What follows belongs to an exercise in optimizing a design on an open flow for small area, a short achievable clock period and few clock cycles; a production flow would make more cautious choices.
Only simulation tests tie the RTL to the original design; equivalence was not proved.

`config.mk`:
```
export PLATFORM = sky130hd
export DESIGN_NAME = program_flow_unit
export DESIGN_NICKNAME = program_flow_unit
export VERILOG_FILES = /design/flow/design.v
export SDC_FILE = /design/flow/constraint.sdc
export NUM_CORES = 4
export LEC_CHECK = 0
export CAP_MARGIN = 20
export CORE_MARGIN = 2
export CORE_UTILIZATION = 50
export PLACE_DENSITY = 0.6
export SLEW_MARGIN = 20
```
`run.sh`:
```
#!/bin/bash
# synth_recipe.tcl (not shown) runs the flow's synth.tcl, then flattens the netlist and writes it again
# the make line also repeats each setting of config.mk as NAME=value (left out here)
make -C /OpenROAD-flow-scripts/flow DESIGN_CONFIG=/design/flow/config.mk WORK_HOME=/design/flow/orfs CLKGATE_MAP_FILE= SYNTH_SCRIPT=/design/flow/synth_recipe.tcl finish
```
`design.v`:
```
`default_nettype none
package isa_pkg;
    typedef logic [15:0] word_t;
    typedef enum logic [3:0] {
        op_nop  = 4'd0,
        op_jmp  = 4'd1,    
        op_call = 4'd2,    
        op_ret  = 4'd3,    
        op_halt = 4'd15
    } opcode_t;
    typedef struct packed {
        opcode_t     opcode;
        logic [11:0] operand;
    } instr_t;
endpackage
`default_nettype wire
`default_nettype none
package flow_pkg;
    typedef logic [15:0] addr_t;
    typedef struct packed {
        logic load_start;   
        logic load_instr;   
        logic load_stack;   
        logic incr;
    } pc_ctrl_t;
    typedef struct packed {
        logic push;
        logic pop;
    } sp_ctrl_t;
endpackage
`default_nettype wire
`timescale 1ns/1ps
`default_nettype none
module sync_ram #(
    parameter int  width     = 16,
    parameter int  depth     = 256,
    localparam int addr_w    = $clog2(depth)
) (
    input  logic              clk,
    input  logic              en,
    input  logic              we,
    input  logic [addr_w-1:0] addr,
    input  logic [width-1:0]  wdata,
    output logic [width-1:0]  rdata
);
    logic [width-1:0] mem [depth];
    always_ff @(posedge clk) begin
        if (en) begin
            if (we) begin
                mem[addr] <= wdata;
            end
            rdata <= mem[addr];   
        end
    end
endmodule
`default_nettype wire
`timescale 1ns/1ps
`default_nettype none
module program_counter
(
    input  logic     clk,
    input  logic     reset,
    input  flow_pkg::pc_ctrl_t ctrl,
    input  flow_pkg::addr_t    start_addr,
    input  isa_pkg::word_t    instr_target,    
    input  flow_pkg::addr_t    stack_target,    
    output flow_pkg::addr_t    pc
);
    always_ff @(posedge clk or negedge reset) begin
        if (!reset) begin
            pc <= '0;
        end else begin
            if (ctrl.load_start) begin
                pc <= start_addr;
            end else if (ctrl.load_instr) begin
                pc <= instr_target;   
            end else if (ctrl.load_stack) begin
                pc <= stack_target;   
            end else if (ctrl.incr) begin
                pc <= pc + 16'd1;
            end
        end
    end
endmodule
`default_nettype wire
`timescale 1ns/1ps
`default_nettype none
module stack_pointer
#(
    parameter int    stack_depth = 8,
    parameter flow_pkg::addr_t stack_top   = 16'h018F,
    localparam int   depth_w     = $clog2(stack_depth + 1),
    localparam int   slot_w      = $clog2(stack_depth)
) (
    input  logic              clk,
    input  logic              reset,
    input  flow_pkg::sp_ctrl_t          ctrl,
    output flow_pkg::addr_t             sp,
    output logic [slot_w-1:0] slot,
    output logic              full,
    output logic              empty
);
    logic [depth_w-1:0] depth;   
    always_ff @(posedge clk or negedge reset) begin
        if (!reset) begin
            depth <= '0;
        end else if (ctrl.push && !full) begin
            depth <= depth + 1'b1;
        end else if (ctrl.pop && !empty) begin
            depth <= depth - 1'b1;
        end
    end
    assign slot  = ctrl.pop ? slot_w'(depth - 1'b1) : slot_w'(depth);
    assign sp    = stack_top - flow_pkg::addr_t'(depth);   
    assign full  = (depth == depth_w'(stack_depth));
    assign empty = (depth == '0);
endmodule
`default_nettype wire
`timescale 1ns/1ps
`default_nettype none
module fetch_sequencer
(
    input  logic     clk,
    input  logic     reset,
    input  logic     start,
    input  isa_pkg::word_t    imem_rdata,
    input  logic     full,
    input  logic     empty,
    input  flow_pkg::addr_t    pc,
    output flow_pkg::addr_t    imem_addr,
    output logic     imem_en,
    output logic     stack_we,
    output flow_pkg::addr_t    stack_wdata,
    output flow_pkg::pc_ctrl_t pc_ctrl,
    output flow_pkg::sp_ctrl_t sp_ctrl,
    output logic     halted,
    output logic     fault,
    output logic     retire
);
    typedef enum logic [2:0] {
        idle,
        fetch,
        decode,
        target,
        pop,
        ret_load
    } state_t;
    state_t state;
    state_t state_next;
    isa_pkg::instr_t instr;
    logic   target_issued;   
    logic   call_pending;    
    logic   fault_set;
    assign instr       = isa_pkg::instr_t'(imem_rdata);
    assign stack_wdata = pc + 16'd2;   
    assign halted      = (state == idle);
    assign fault_set = (state == decode) &&
                       ((instr.opcode == isa_pkg::op_call && full) ||
                        (instr.opcode == isa_pkg::op_ret && empty));
    always_comb begin
        state_next = state;
        imem_addr  = pc;
        imem_en    = 1'b0;
        stack_we   = 1'b0;
        pc_ctrl    = '0;
        sp_ctrl    = '0;
        retire     = 1'b0;
        case (state)
            idle: begin
                if (start) begin
                    pc_ctrl.load_start = 1'b1;
                    state_next         = fetch;
                end
            end
            fetch: begin
                imem_en    = 1'b1;   
                state_next = decode;
            end
            decode: begin
                if (fault_set) begin
                    state_next = idle;
                end else begin
                    case (instr.opcode)
                        isa_pkg::op_jmp, isa_pkg::op_call: state_next = target;
                        isa_pkg::op_ret:          state_next = pop;
                        isa_pkg::op_halt:         state_next = idle;   
                        default: begin
                            pc_ctrl.incr = 1'b1;   
                            retire       = 1'b1;
                            state_next   = fetch;
                        end
                    endcase
                end
            end
            target: begin
                if (!target_issued) begin
                    imem_addr = pc + 16'd1;
                    imem_en   = 1'b1;
                end else begin
                    pc_ctrl.load_instr = 1'b1;
                    stack_we           = call_pending;   
                    sp_ctrl.push       = call_pending;
                    retire             = 1'b1;
                    state_next         = fetch;
                end
            end
            pop: begin
                sp_ctrl.pop = 1'b1;   
                state_next  = ret_load;
            end
            ret_load: begin
                pc_ctrl.load_stack = 1'b1;
                retire             = 1'b1;
                state_next         = fetch;
            end
            default: state_next = idle;
        endcase
    end
    always_ff @(posedge clk or negedge reset) begin
        if (!reset) begin
            state         <= idle;
            fault         <= 1'b0;
            target_issued <= 1'b0;
            call_pending  <= 1'b0;
        end else begin
            state         <= state_next;
            target_issued <= (state == target) && !target_issued;
            if (state == idle && start) begin
                fault <= 1'b0;
            end else if (fault_set) begin
                fault <= 1'b1;   
            end
            if (state == decode) begin
                call_pending <= (instr.opcode == isa_pkg::op_call);
            end
        end
    end
endmodule
`default_nettype wire
`timescale 1ns/1ps
`default_nettype none
module program_flow_unit
#(
    parameter int    imem_depth  = 256,
    parameter int    stack_depth = 8,
    parameter flow_pkg::addr_t stack_top   = 16'h018F
) (
    input  logic  clk,
    input  logic  reset,
    input  logic  start,
    input  flow_pkg::addr_t start_addr,
    input  logic  prog_we,
    input  flow_pkg::addr_t prog_addr,
    input  isa_pkg::word_t prog_data,
    output flow_pkg::addr_t pc,
    output flow_pkg::addr_t sp,
    output logic  halted,
    output logic  fault,
    output logic  retire
);
    localparam int imem_aw = $clog2(imem_depth);
    localparam int slot_w  = $clog2(stack_depth);
    isa_pkg::word_t              imem_rdata;
    flow_pkg::addr_t              seq_imem_addr;
    logic               seq_imem_en;
    logic [imem_aw-1:0] imem_addr;
    logic               imem_en;
    logic               imem_we;
    logic               stack_we;
    flow_pkg::addr_t              stack_wdata;
    flow_pkg::addr_t              stack_rdata;
    logic [slot_w-1:0]  slot;
    logic               full;
    logic               empty;
    flow_pkg::pc_ctrl_t           pc_ctrl;
    flow_pkg::sp_ctrl_t           sp_ctrl;
    assign imem_addr = halted ? prog_addr[imem_aw-1:0] : seq_imem_addr[imem_aw-1:0];
    assign imem_en   = halted ? prog_we : seq_imem_en;
    assign imem_we   = halted & prog_we;
    fetch_sequencer u_fetch_sequencer (
        .clk         (clk),
        .reset       (reset),
        .start       (start),
        .imem_rdata  (imem_rdata),
        .full        (full),
        .empty       (empty),
        .pc          (pc),
        .imem_addr   (seq_imem_addr),
        .imem_en     (seq_imem_en),
        .stack_we    (stack_we),
        .stack_wdata (stack_wdata),
        .pc_ctrl     (pc_ctrl),
        .sp_ctrl     (sp_ctrl),
        .halted      (halted),
        .fault       (fault),
        .retire      (retire)
    );
    program_counter u_program_counter (
        .clk          (clk),
        .reset        (reset),
        .ctrl         (pc_ctrl),
        .start_addr   (start_addr),
        .instr_target (imem_rdata),
        .stack_target (stack_rdata),
        .pc           (pc)
    );
    stack_pointer #(
        .stack_depth (stack_depth),
        .stack_top   (stack_top)
    ) u_stack_pointer (
        .clk   (clk),
        .reset (reset),
        .ctrl  (sp_ctrl),
        .sp    (sp),
        .slot  (slot),
        .full  (full),
        .empty (empty)
    );
    sync_ram #(
        .width     (16),
        .depth     (imem_depth)
    ) u_imem (
        .clk   (clk),
        .en    (imem_en),
        .we    (imem_we),
        .addr  (imem_addr),
        .wdata (prog_data),
        .rdata (imem_rdata)
    );
    sync_ram #(
        .width     (16),
        .depth     (stack_depth)
    ) u_stack_ram (
        .clk   (clk),
        .en    (stack_we | sp_ctrl.pop),   
        .we    (stack_we),
        .addr  (slot),
        .wdata (stack_wdata),
        .rdata (stack_rdata)
    );
endmodule
`default_nettype wire
```
`constraint.sdc`:
```
create_clock -name core_clock -period 6.0 [get_ports {clk}]
set_input_delay 1.2000 -clock core_clock [delete_from_list [all_inputs] [get_ports {clk}]]
set_output_delay 1.2000 -clock core_clock [all_outputs]
set_load 0.01 [all_outputs]
```
==> flow_summary.toml <==
[pwr]
power.density_nw_per_um2 = 568.4
ir_worst_vdd_mv = 0.7937
p_leak_nw = 63.71
total_power_mw = 108.5

[sta]
finalHoldViolCount = 0
tns_ps = 0
clock_skew_ps = 63.89
rsz0062_at_grt = "false"
worst_pin_slew_ps = 1269
fmax_ghz = 0.1781
setup_violations = 0
slew_headroom_pct = 15.42
period_share_pct = 93.59
drv_slew = 0
timing.final.ws_setup_ps = 384.5
layout_min_cycle_time_ps = 5615

[clocking]
holdBufCountCts = 0
path_clk_slew_ps = 60
cts_tree = "built"
cts_setup_buffers = 0
cts_buffer_depth = 4
clk_latency_ps = 980
ctsResizeCount = 0
clockRootBuffer = "clkbuf_16"
cts.htree.levels = 5
cts_num_sinks = 4282
numCtsBuffers = 433

[run]
max_cap_violations = 0

[synthesis]
ys_ff_latch = 4282
netlist.area_leader.share_pct = 76.19
ys_warn_count = 5
synth_cell_types = 73
synth_ff_type = "edfxtp_1"
synth_most_common_cell = "edfxtp_1"
synth.largest_area_cell = "edfxtp_1"
netlist_area_um2 = 167700
synth-edff-count = 4256
yosys-top-cells-area = "edfxtp_1 76%, nand2_1 8.1%, nand3_1 3.7%"
ys_async_sr_fraction_pct = 0.6072
synthCells = 12300
ys_seq_area_share_pct = 76.58
synth_commonest_cells = "4256 x edfxtp_1, 3625 x nand2_1, 1242 x nand3_1, 491 x a31oi_1, 457 x clkbuf_1"
avgSynthCellArea_um2 = 13.64

[worst_hold_path]
hp-class = "flop to flop"
hold_depth = 1
worstHoldEndpoint = "u_stack_pointer.depth[2]$_DFFE_PN0P_"
hold_start = "u_stack_pointer.depth[2]$_DFFE_PN0P_"

[global_route]
grtUsageTotal_pct = 28.35
antenna_found_initial = 31
grt_util_met2_pct = 44.01
grt.met3_usage_pct = 4.372
grt_max_degree = 186
overflow = 0
grt_pass1_wl_um = 703800
grt.busiest_layer = "met2"
grt_pass1_vias = 99860
grt_use_met1_pct = 40.51

[floorplan]
die-area_um2 = 340100
row_count = 212
core_um2 = 333700
die_y_um = 583.2
start_util_pct = 50.27
pin_count = 87
die_w_um = 583.2

[route]
ant_nets = 0
drtPass1Iterations = 8
wl_per_cell_um = 28.39
drt_iter0_drc = 14860
drt_wl_total_um = 493900
viasPerCell = 6.140
post-route-drc-count = 0
num_vias = 106800

[placed_design]
numPlacedInstances = 16580
hpwlAfterDp_um = 285800
post-place-ws_ps = 170.9
gp_congestion = 0.8727
io_buffers = 66

[final_layout]
regArea_um2 = 128500
instances_no_fill = 17400
postLayoutCoreUtil_pct = 57.23
nets = 12680
n_fill_cell = 26100
area_growth_pct = 13.85
multi_input_area_um2 = 35740
final_layout_size_suffix_gt1_share_pct = 10.44

[worst_setup_path]
cp-end-kind = "flop"
reg2regPathDepth = 12
rr_endpoint = "u_imem.rdata[7]$_DFFE_PP_"
crit_arrival_ps = 6450
rrSetupSlack_ps = 380
cp-start-kind = "flop"
cp_max_fo = 65
r2r_start = "u_fetch_sequencer.state[2]$_DFFE_PN0P_"
setup.worst_path.class = "flop to flop"
critPathRequiredTime_ps = 6840

[outcome]
outcome = "no timing/DRC/antenna violations"
[layer usage]
layer	share of wire [%]	wire, µm
met3	9.4	46260
met2	46	227700
met1	40	199500
met4	4.1	20380
met5	0.015	76
[report_power, final]
| part | total [mW] | switching (mW) | internal, mW |
|---|---|---|---|
| Clock | 26.7 | 11.4 | 15.3 |
| Sequential | 33.9 | 0.420 | 33.5 |
| Combinational | 47.9 | 34.2 | 13.7 |
| Total | 109 | 46.1 | 62.5 |
[metrics by stage]
step	hold WS [ps]	cell area, µm²
after floorplan	481.9	167800
after global placement	498.7	176900
after detailed placement	528.5	176900
after CTS	502.2	190900
after global routing	536.2	191000
final	541.1	191000
[state kept, by name (all words and copies together), names as in the netlist]
register,count
u_fetch_sequencer.target_issued,1
u_imem.rdata,16
u_program_counter.pc,16
u_stack_pointer.depth,4
u_fetch_sequencer.state,3
u_fetch_sequencer.fault,1
u_imem.mem,4096
u_fetch_sequencer.call_pending,1
u_stack_ram.rdata,16
u_stack_ram.mem,128
[worst max-delay path by stage]
stage | cells after the start | from | end | slack (ps)
global route | 12 | u_fetch_sequencer.state[2]$_DFFE_PN0P_ | u_imem.rdata[7]$_DFFE_PP_ | 320
detailed placement | 12 | prog_addr[0] | u_imem.rdata[7]$_DFFE_PP_ | 170
CTS | 12 | u_fetch_sequencer.state[2]$_DFFE_PN0P_ | u_imem.rdata[7]$_DFFE_PP_ | 520
finish | 12 | u_fetch_sequencer.state[2]$_DFFE_PN0P_ | u_imem.rdata[7]$_DFFE_PP_ | 380
global placement | 12 | prog_addr[0] | u_imem.rdata[0]$_DFFE_PP_ | 140
floorplan | 12 | prog_addr[0] | u_imem.mem[107][0]$_DFFE_PP_ | 1710
[layout make-up]
type | count | share of cell area, %
flip-flops and latches | 4282 | 67.26
multi-input cells | 7129 | 18.71
clock buffers | 511 | 5.872
repair buffers | 711 | 3.668
well taps | 4387 | 2.874
clock inverters | 300 | 1.461
inverters | 68 | 0.1337
diodes | 9 | 0.01179
[logic make-up (layout without fill, tap and decap cells)]
family | Yosys count | after routing | share of synthesized area (%)
AOI/OAI and AO/OA | 1138 | 1138 | 4.881
other | 2 | 21 | 0.004477
DFF | 4282 | 4282 | 76.58
muxes | 275 | 275 | 1.665
and+or+nand+nor | 5663 | 5663 | 14.34
xor gates and xnor gates | 36 | 36 | 0.1880
buffers and inverters | 899 | 1590 | 2.309
adders and majority gates | 5 | 5 | 0.03730
[cell usage in the layout, fill, tap and decap left out, types with 82 or more instances in the layout]
cell,instances
clkbuf_16,437
nand3_1,1238
buf_12,113
mux2i_1,270
buf_4,531
edfxtp_1,4256
nand2_1,3606
clkinv_2,100
a32oi_1,258
a21oi_1,82
clkinv_1,113
nor2_1,307
a31oi_1,490
nand4_1,373
[worst max-delay path: stages, from the launching register on]
cell       delay (ps)
dfrtp_1           670
nand4bb_1         490
inv_1             140
nand2_2           480
and3_4            990
buf_4             310
buf_12            270
nand2_1            90
a32oi_1           280
a31oi_1           240
a311oi_1          800
a22o_1            420
or4_1             170
Testbench counts, summed over its fixed seeds: cycles 76,990.

==> separate check: timing with driven ports <==
The flow's constraints put no driver on any port. The routed layout listed below was extracted and timed again, unchanged, in two steps.
Step 1, drivers: a clkbuf_16 drives clk and a buf_2 each remaining input, both assumed.
Step 2 times the ports against the registers' clock, not the clock port: input delays grow and output delays shrink by t, the midpoint of the rising clock arrivals with the driver on.
Three values: ideal ports, drivers, drivers and shift; two values: the first two.
t, ns: 1.059
setup slack, ns: 0.385 / 0.385 / 0.069
hold slack, ns: 0.541 / 0.540 / 0.541
cell pins on the clock port's net: 1
After both steps this run still meets setup and hold. For this run, drivers alone change the setup slack by 0.000 ns; drivers and shift together by -0.316 ns.
